This design comes from an exercise in tuning for a short achievable clock period, few clock cycles per item and low power on the open sky130 flow, not from production work.
In this exercise RTL edits were held to simulation tests only and were not proved equivalent to the original.
Power and IR drop assume default switching activity.

==> run G <==
## exec_stage
module exec_stage #(
    parameter int W = 32
) (
    input  logic         clk,
    input  logic         rst,
    input  logic         in_valid,
    output logic         in_ready,
    input  logic         flush,
    input  logic [3:0]   opcode,
    input  logic [W-1:0] oprand1,
    input  logic [W-1:0] oprand2,
    input  logic [3:0]   rd_addr,
    input  logic         set_flags,
    input  logic         carry_in,
    input  logic [3:0]   nzcv_in,
    output logic         out_valid,
    output logic [W-1:0] result,
    output logic [3:0]   wb_addr,
    output logic         wb_en,
    output logic [3:0]   nzcv_out,
    output logic         flags_en,
    output logic         undef
);
    logic in_mul, in_div, in_arith, in_log, in_nowb, in_cin;
    logic in_xa, in_rsb, in_yb, in_ynb;
    logic in_and, in_eor, in_orr, in_mov, in_mvn, in_bic;
    always_comb begin
        in_mul   = 1'b0;
        in_div   = 1'b0;
        in_nowb  = 1'b0;
        in_cin   = 1'b0;
        in_xa    = 1'b0;    
        in_rsb   = 1'b0;    
        in_yb    = 1'b0;    
        in_ynb   = 1'b0;    
        in_and   = 1'b0;
        in_eor   = 1'b0;
        in_orr   = 1'b0;
        in_mov   = 1'b0;
        in_mvn   = 1'b0;
        in_bic   = 1'b0;
        case (opcode)
            arm_pkg::OP_AND: in_and = 1'b1;
            arm_pkg::OP_EOR: in_eor = 1'b1;
            arm_pkg::OP_SUB: begin in_xa = 1'b1; in_ynb = 1'b1; in_cin = 1'b1; end
            arm_pkg::OP_RSB: begin in_rsb = 1'b1; in_cin = 1'b1; end
            arm_pkg::OP_ADD: begin in_xa = 1'b1; in_yb = 1'b1; end
            arm_pkg::OP_ADC: begin in_xa = 1'b1; in_yb = 1'b1; in_cin = nzcv_in[arm_pkg::NZCV_C]; end
            arm_pkg::OP_SBC: begin in_xa = 1'b1; in_ynb = 1'b1; in_cin = nzcv_in[arm_pkg::NZCV_C]; end
            arm_pkg::OP_ORR: in_orr = 1'b1;
            arm_pkg::OP_MOV: in_mov = 1'b1;
            arm_pkg::OP_MVN: in_mvn = 1'b1;
            arm_pkg::OP_BIC: in_bic = 1'b1;
  ...
clock: 11.0 ns
lec_check: 0
cap_margin: 20
core_margin: 2
core_utilization: 65
cts_buf_list: sky130_fd_sc_hd__clkbuf_8
place_density: 0.75
setup_slack_margin: 5
slew_margin: 20
run.sh (not shown) runs the stock make flow with config.mk's settings and CLKGATE_MAP_FILE= SYNTH_SCRIPT=/design/flow/synth_recipe.tcl, a recipe that flattens the netlist after the stock synthesis.
==> inputs of run X, as changes to run G <==
--- a/flow/design.v
+++ b/flow/design.v
@@ -1303,35 +1303,30 @@
         end else begin
             n = z4[1] ? {2'b01, c4[0]} : {2'b00, c4[1]};
         end
     end
 endmodule
-module arm_udiv_norm (
+module arm_udiv_setup (
     input  logic [31:0] a,
     input  logic [31:0] b,
-    output logic [4:0]  s,
+    output logic [31:0] rem,
+    output logic [31:0] quo,
+    output logic [5:0]  iters,
     output logic        zero_q
 );
     logic [5:0] clz_a;
     logic [5:0] clz_b;
-    logic [6:0] sum;
+    logic [6:0] s;
+    logic [63:0] sh;
     arm_clz32 u_clz_a (.x(a), .n(clz_a));
     arm_clz32 u_clz_b (.x(b), .n(clz_b));
-    assign sum    = {1'b0, clz_a} + {2'b0, ~clz_b[4:0]};
-    assign zero_q = clz_b[5] || sum[6] || sum[5];
-    assign s      = sum[4:0];
-endmodule
-module arm_udiv_shift (
-    input  logic [31:0] a,
-    input  logic [4:0]  s,
-    output logic [31:0] rem,
-    output logic [31:0] quo
-);
-    logic [63:0] sh;
-    assign sh  = {32'b0, a} << s;
-    assign rem = sh[63:32];
-    assign quo = sh[31:0];
+    assign s      = {1'b0, clz_a} + {2'b0, ~clz_b[4:0]};
+    assign zero_q = clz_b[5] || s[6] || s[5];
+    assign sh     = {32'b0, a} << s[4:0];
+    assign rem    = sh[63:32];
+    assign quo    = sh[31:0];
+    assign iters  = 6'd32 - {1'b0, s[4:0]};
 endmodule
 module arm_udiv_step (
     input  logic [31:0] rem,
     input  logic [31:0] quo,
     input  logic [31:0] dvs,
@@ -1418,19 +1413,18 @@
     logic         a_we;       
     logic         f_ar;       
     logic         f_lg;       
     logic         f_m1;       
     logic         f_m2;       
-    logic         f_dz;       
     logic         f_ds;       
     logic         dbusy;      
     logic [5:0]   dcnt;       
     logic         g_xa, g_rsb, g_yb, g_ynb;                  
     logic         l_and, l_eor, l_orr, l_mov, l_mvn, l_bic;   
     assign in_ready = rdy;
     logic e_dlast;
-    assign e_dlast = f_ds && (dcnt[4:0] == 5'd31) || dbusy && (dcnt == 6'd1);
+    assign e_dlast = dbusy && (dcnt == 6'd1);
     logic [31:0] mul_s, mul_c;
     arm_mul_csa u_mul (
         .a (a_x & {32{f_m1}}),
         .b (a_y & {32{f_m1}}),
         .s (mul_s),
@@ -1459,41 +1453,36 @@
     assign alu_res = sum[32:1] | log_res;
     assign alu_n   = alu_res[31];
     assign alu_z   = add_z && (log_res == '0);
     assign alu_c   = f_ar ? sum[33] : a_c;
     assign alu_v   = f_ar ? add_v : a_v;
-    logic [4:0]  dn_s;
-    logic        dn_zero;
-    logic [31:0] dh_rem, dh_quo;
+    logic [31:0] ds_rem, ds_quo;
+    logic [5:0]  ds_iters;
+    logic        ds_zero;
     logic [31:0] di_rem, di_quo;
-    arm_udiv_norm u_dnorm (
-        .a      (oprand1),
-        .b      (oprand2),
-        .s      (dn_s),
-        .zero_q (dn_zero)
-    );
-    arm_udiv_shift u_dshift (
-        .a   (a_x & {32{f_ds}}),
-        .s   (dcnt[4:0]),
-        .rem (dh_rem),
-        .quo (dh_quo)
+    arm_udiv_setup u_dsetup (
+        .a      (a_x & {32{f_ds}}),
+        .b      (a_y & {32{f_ds}}),
+        .rem    (ds_rem),
+        .quo    (ds_quo),
+        .iters  (ds_iters),
+        .zero_q (ds_zero)
     );
     arm_udiv_step u_dstep (
-        .rem      (dh_rem | (result & {32{dbusy}})),
-        .quo      (dh_quo | (a_x & {32{dbusy}})),
-        .dvs      (a_y & {32{f_ds || dbusy}}),
+        .rem      (result & {32{dbusy}}),
+        .quo      (a_x & {32{dbusy}}),
+        .dvs      (a_y & {32{dbusy}}),
         .rem_next (di_rem),
         .quo_next (di_quo)
     );
     always_ff @(posedge clk or negedge rst) begin
         if (!rst) begin
             rdy   <= 1'b1;
             f_ar  <= 1'b0;
             f_lg  <= 1'b0;
             f_m1  <= 1'b0;
             f_m2  <= 1'b0;
-            f_dz  <= 1'b0;
             f_ds  <= 1'b0;
             dbusy <= 1'b0;
             g_xa  <= 1'b0;
             g_rsb <= 1'b0;
             g_yb  <= 1'b0;
@@ -1508,11 +1497,10 @@
             rdy   <= 1'b1;
             f_ar  <= 1'b0;
             f_lg  <= 1'b0;
             f_m1  <= 1'b0;
             f_m2  <= 1'b0;
-            f_dz  <= 1'b0;
             f_ds  <= 1'b0;
             dbusy <= 1'b0;
             g_xa  <= 1'b0;
             g_rsb <= 1'b0;
             g_yb  <= 1'b0;
@@ -1522,17 +1510,16 @@
             l_orr <= 1'b0;
             l_mov <= 1'b0;
             l_mvn <= 1'b0;
             l_bic <= 1'b0;
         end else if (rdy) begin
-            rdy   <= !(in_valid && (in_mul || in_div && !dn_zero && (dn_s != 5'd31)));
+            rdy   <= !(in_valid && (in_mul || in_div));
             f_ar  <= in_valid && in_arith;
             f_lg  <= in_valid && in_log;
             f_m1  <= in_valid && in_mul;
             f_m2  <= 1'b0;
-            f_dz  <= in_valid && in_div && dn_zero;
-            f_ds  <= in_valid && in_div && !dn_zero;
+            f_ds  <= in_valid && in_div;
             dbusy <= 1'b0;
             g_xa  <= in_valid && in_xa;
             g_rsb <= in_valid && in_rsb;
             g_yb  <= in_valid && in_yb;
             g_ynb <= in_valid && in_ynb;
@@ -1547,13 +1534,13 @@
             f_m1  <= 1'b0;
             f_m2  <= 1'b1;
             g_xa  <= 1'b1;
             g_yb  <= 1'b1;
         end else if (f_ds) begin
-            rdy   <= (dcnt[4:0] == 5'd30);
+            rdy   <= ds_zero || (ds_iters == 6'd1);
             f_ds  <= 1'b0;
-            dbusy <= 1'b1;
+            dbusy <= !ds_zero;
         end else begin
             rdy   <= (dcnt == 6'd2);
         end
     end
     always_ff @(posedge clk) begin
@@ -1567,19 +1554,19 @@
             a_fe  <= set_flags || in_nowb;
             a_we  <= !in_nowb;
         end else if (f_m1) begin
             a_x   <= mul_s;
             a_y   <= mul_c;
+        end else if (f_ds) begin
+            a_x   <= ds_quo;
         end else begin
             a_x   <= di_quo;
         end
     end
     always_ff @(posedge clk) begin
-        if (rdy) begin
-            dcnt <= (in_valid && in_div && !dn_zero) ? {1'b0, dn_s} : 6'd0;
-        end else if (f_ds) begin
-            dcnt <= {1'b0, ~dcnt[4:0]};
+        if (f_ds) begin
+            dcnt <= ds_iters;
         end else if (dbusy) begin
             dcnt <= dcnt - 6'd1;
         end else begin
             dcnt <= 6'd0;
         end
@@ -1590,19 +1577,19 @@
         if (!rst) begin
             out_valid <= 1'b0;
             wb_en     <= 1'b0;
             flags_en  <= 1'b0;
         end else begin
-            out_valid <= !flush && (f_res || f_dz || e_dlast);
-            wb_en     <= !flush && (f_res && a_we || f_dz || e_dlast);
+            out_valid <= !flush && (f_res || f_ds && ds_zero || e_dlast);
+            wb_en     <= !flush && (f_res && a_we || f_ds && ds_zero || e_dlast);
             flags_en  <= !flush && f_res && a_fe;
         end
     end
     logic        d_sel;
     logic [31:0] d_val;
     assign d_sel = f_ds || dbusy;
-    assign d_val = e_dlast ? di_quo : di_rem;
+    assign d_val = f_ds ? (ds_zero ? 32'b0 : ds_rem) : (dcnt == 6'd1) ? di_quo : di_rem;
     always_ff @(posedge clk) begin
         wb_addr  <= a_rd;
         nzcv_out <= {alu_n, alu_z, alu_c, alu_v};
         result   <= d_sel ? d_val : alu_res;
     end
Settings changed: CTS_BUF_LIST sky130_fd_sc_hd__clkbuf_8 to default.
==> inputs of run H, as changes to run G <==
--- a/flow/design.v
+++ b/flow/design.v
@@ -1303,35 +1303,30 @@
         end else begin
             n = z4[1] ? {2'b01, c4[0]} : {2'b00, c4[1]};
         end
     end
 endmodule
-module arm_udiv_norm (
+module arm_udiv_setup (
     input  logic [31:0] a,
     input  logic [31:0] b,
-    output logic [4:0]  s,
+    output logic [31:0] rem,
+    output logic [31:0] quo,
+    output logic [5:0]  iters,
     output logic        zero_q
 );
     logic [5:0] clz_a;
     logic [5:0] clz_b;
-    logic [6:0] sum;
+    logic [6:0] s;
+    logic [63:0] sh;
     arm_clz32 u_clz_a (.x(a), .n(clz_a));
     arm_clz32 u_clz_b (.x(b), .n(clz_b));
-    assign sum    = {1'b0, clz_a} + {2'b0, ~clz_b[4:0]};
-    assign zero_q = clz_b[5] || sum[6] || sum[5];
-    assign s      = sum[4:0];
-endmodule
-module arm_udiv_shift (
-    input  logic [31:0] a,
-    input  logic [4:0]  s,
-    output logic [31:0] rem,
-    output logic [31:0] quo
-);
-    logic [63:0] sh;
-    assign sh  = {32'b0, a} << s;
-    assign rem = sh[63:32];
-    assign quo = sh[31:0];
+    assign s      = {1'b0, clz_a} + {2'b0, ~clz_b[4:0]};
+    assign zero_q = clz_b[5] || s[6] || s[5];
+    assign sh     = {32'b0, a} << s[4:0];
+    assign rem    = sh[63:32];
+    assign quo    = sh[31:0];
+    assign iters  = 6'd32 - {1'b0, s[4:0]};
 endmodule
 module arm_udiv_step (
     input  logic [31:0] rem,
     input  logic [31:0] quo,
     input  logic [31:0] dvs,
@@ -1418,19 +1413,18 @@
     logic         a_we;       
     logic         f_ar;       
     logic         f_lg;       
     logic         f_m1;       
     logic         f_m2;       
-    logic         f_dz;       
     logic         f_ds;       
     logic         dbusy;      
     logic [5:0]   dcnt;       
     logic         g_xa, g_rsb, g_yb, g_ynb;                  
     logic         l_and, l_eor, l_orr, l_mov, l_mvn, l_bic;   
     assign in_ready = rdy;
     logic e_dlast;
-    assign e_dlast = f_ds && (dcnt[4:0] == 5'd31) || dbusy && (dcnt == 6'd1);
+    assign e_dlast = dbusy && (dcnt == 6'd1);
     logic [31:0] mul_s, mul_c;
     arm_mul_csa u_mul (
         .a (a_x & {32{f_m1}}),
         .b (a_y & {32{f_m1}}),
         .s (mul_s),
@@ -1459,41 +1453,36 @@
     assign alu_res = sum[32:1] | log_res;
     assign alu_n   = alu_res[31];
     assign alu_z   = add_z && (log_res == '0);
     assign alu_c   = f_ar ? sum[33] : a_c;
     assign alu_v   = f_ar ? add_v : a_v;
-    logic [4:0]  dn_s;
-    logic        dn_zero;
-    logic [31:0] dh_rem, dh_quo;
+    logic [31:0] ds_rem, ds_quo;
+    logic [5:0]  ds_iters;
+    logic        ds_zero;
     logic [31:0] di_rem, di_quo;
-    arm_udiv_norm u_dnorm (
-        .a      (oprand1),
-        .b      (oprand2),
-        .s      (dn_s),
-        .zero_q (dn_zero)
-    );
-    arm_udiv_shift u_dshift (
-        .a   (a_x & {32{f_ds}}),
-        .s   (dcnt[4:0]),
-        .rem (dh_rem),
-        .quo (dh_quo)
+    arm_udiv_setup u_dsetup (
+        .a      (a_x & {32{f_ds}}),
+        .b      (a_y & {32{f_ds}}),
+        .rem    (ds_rem),
+        .quo    (ds_quo),
+        .iters  (ds_iters),
+        .zero_q (ds_zero)
     );
     arm_udiv_step u_dstep (
-        .rem      (dh_rem | (result & {32{dbusy}})),
-        .quo      (dh_quo | (a_x & {32{dbusy}})),
-        .dvs      (a_y & {32{f_ds || dbusy}}),
+        .rem      (result & {32{dbusy}}),
+        .quo      (a_x & {32{dbusy}}),
+        .dvs      (a_y & {32{dbusy}}),
         .rem_next (di_rem),
         .quo_next (di_quo)
     );
     always_ff @(posedge clk or negedge rst) begin
         if (!rst) begin
             rdy   <= 1'b1;
             f_ar  <= 1'b0;
             f_lg  <= 1'b0;
             f_m1  <= 1'b0;
             f_m2  <= 1'b0;
-            f_dz  <= 1'b0;
             f_ds  <= 1'b0;
             dbusy <= 1'b0;
             g_xa  <= 1'b0;
             g_rsb <= 1'b0;
             g_yb  <= 1'b0;
@@ -1508,11 +1497,10 @@
             rdy   <= 1'b1;
             f_ar  <= 1'b0;
             f_lg  <= 1'b0;
             f_m1  <= 1'b0;
             f_m2  <= 1'b0;
-            f_dz  <= 1'b0;
             f_ds  <= 1'b0;
             dbusy <= 1'b0;
             g_xa  <= 1'b0;
             g_rsb <= 1'b0;
             g_yb  <= 1'b0;
@@ -1522,17 +1510,16 @@
             l_orr <= 1'b0;
             l_mov <= 1'b0;
             l_mvn <= 1'b0;
             l_bic <= 1'b0;
         end else if (rdy) begin
-            rdy   <= !(in_valid && (in_mul || in_div && !dn_zero && (dn_s != 5'd31)));
+            rdy   <= !(in_valid && (in_mul || in_div));
             f_ar  <= in_valid && in_arith;
             f_lg  <= in_valid && in_log;
             f_m1  <= in_valid && in_mul;
             f_m2  <= 1'b0;
-            f_dz  <= in_valid && in_div && dn_zero;
-            f_ds  <= in_valid && in_div && !dn_zero;
+            f_ds  <= in_valid && in_div;
             dbusy <= 1'b0;
             g_xa  <= in_valid && in_xa;
             g_rsb <= in_valid && in_rsb;
             g_yb  <= in_valid && in_yb;
             g_ynb <= in_valid && in_ynb;
@@ -1547,13 +1534,13 @@
             f_m1  <= 1'b0;
             f_m2  <= 1'b1;
             g_xa  <= 1'b1;
             g_yb  <= 1'b1;
         end else if (f_ds) begin
-            rdy   <= (dcnt[4:0] == 5'd30);
+            rdy   <= ds_zero || (ds_iters == 6'd1);
             f_ds  <= 1'b0;
-            dbusy <= 1'b1;
+            dbusy <= !ds_zero;
         end else begin
             rdy   <= (dcnt == 6'd2);
         end
     end
     always_ff @(posedge clk) begin
@@ -1567,19 +1554,19 @@
             a_fe  <= set_flags || in_nowb;
             a_we  <= !in_nowb;
         end else if (f_m1) begin
             a_x   <= mul_s;
             a_y   <= mul_c;
+        end else if (f_ds) begin
+            a_x   <= ds_quo;
         end else begin
             a_x   <= di_quo;
         end
     end
     always_ff @(posedge clk) begin
-        if (rdy) begin
-            dcnt <= (in_valid && in_div && !dn_zero) ? {1'b0, dn_s} : 6'd0;
-        end else if (f_ds) begin
-            dcnt <= {1'b0, ~dcnt[4:0]};
+        if (f_ds) begin
+            dcnt <= ds_iters;
         end else if (dbusy) begin
             dcnt <= dcnt - 6'd1;
         end else begin
             dcnt <= 6'd0;
         end
@@ -1590,19 +1577,19 @@
         if (!rst) begin
             out_valid <= 1'b0;
             wb_en     <= 1'b0;
             flags_en  <= 1'b0;
         end else begin
-            out_valid <= !flush && (f_res || f_dz || e_dlast);
-            wb_en     <= !flush && (f_res && a_we || f_dz || e_dlast);
+            out_valid <= !flush && (f_res || f_ds && ds_zero || e_dlast);
+            wb_en     <= !flush && (f_res && a_we || f_ds && ds_zero || e_dlast);
             flags_en  <= !flush && f_res && a_fe;
         end
     end
     logic        d_sel;
     logic [31:0] d_val;
     assign d_sel = f_ds || dbusy;
-    assign d_val = e_dlast ? di_quo : di_rem;
+    assign d_val = f_ds ? (ds_zero ? 32'b0 : ds_rem) : (dcnt == 6'd1) ? di_quo : di_rem;
     always_ff @(posedge clk) begin
         wb_addr  <= a_rd;
         nzcv_out <= {alu_n, alu_z, alu_c, alu_v};
         result   <= d_sel ? d_val : alu_res;
     end
==> comparison table <==
	run X	run H	run G
Placed Area	0.03846 mm^2	0.03846 mm^2	0.03807 mm^2
GR Layer Usage met3	0.1554	0.1496	0.1708
Adder-cell share of the synthesized area	0.1758	0.1758	0.1786
Cts repair resizes	1	1	14
Syn-to-layout area delta	5.397%	4.874%	6.366%
Final total power	0.002233 W	0.002077 W	0.002034 W
Critical path capture point	a_x[6]	a_x[31]	a_y[27]
Setup Buffers After CTS	0	0	1
Number of antenna violations at the first check in global routing	5	6	9
Minimum setup slack after placement	4889 ps	4889 ps	3682 ps
Relative slew slack	0.1520	0.1413	0.04281
Placed cells	5576	5576	5565
Count of different cell masters after synthesis	108	108	100
Sequential fraction of the synthesis area	0.08881	0.08881	0.09056
NumNets Final	5352	5352	5351
Result of the run	finished clean	finished clean	finished clean
Total area of sequential cells	0.003312 mm^2	0.003312 mm^2	0.003339 mm^2
Testbench counts of run G, summed over its fixed seeds: cycles 21,138, items 16,000.
Testbench counts of run X, summed over its fixed seeds: cycles 21,676, items 16,000.
Testbench counts of run H, summed over its fixed seeds: cycles 21,676, items 16,000.

## what the ideal ports hide
Ports are ideal in the flow. The routed layouts listed here were re-timed in OpenROAD. Step 1 sets driving cells, clkbuf_16 on the clock port and buf_2 on the other inputs (assumed; they add their load-dependent delay and slew). Step 2 times the ports against the registers' clock, not the clock port: input delays grow and output delays shrink by t, the midpoint of the rising clock arrivals with the driver on. Three values: no drivers, after step 1, after step 2; two values: the first two.
| run | t (ns) | slack for setup (ns) | hold slack, ns | clock arrival spread, ns | worst register clock-pin slew, ns |
|---|---|---|---|---|---|
| run G | 0.579 | 5.142 / 5.142 / 4.601 | 0.350 / 0.350 / 0.350 | 0.028 / 0.027 | 0.11 / 0.11 |
| run X | 0.559 | 5.225 / 5.225 / 5.225 | 0.335 / 0.335 / 0.335 | 0.025 / 0.025 | 0.08 / 0.08 |
| run H | 0.629 | 5.232 / 5.232 / 5.232 | 0.332 / 0.332 / 0.332 | 0.041 / 0.041 | 0.12 / 0.12 |
After both steps setup and hold are still met in every run listed. The setup slack of run G, which loses most, moves by 0.000 ns with the drivers and by -0.541 ns with both steps.
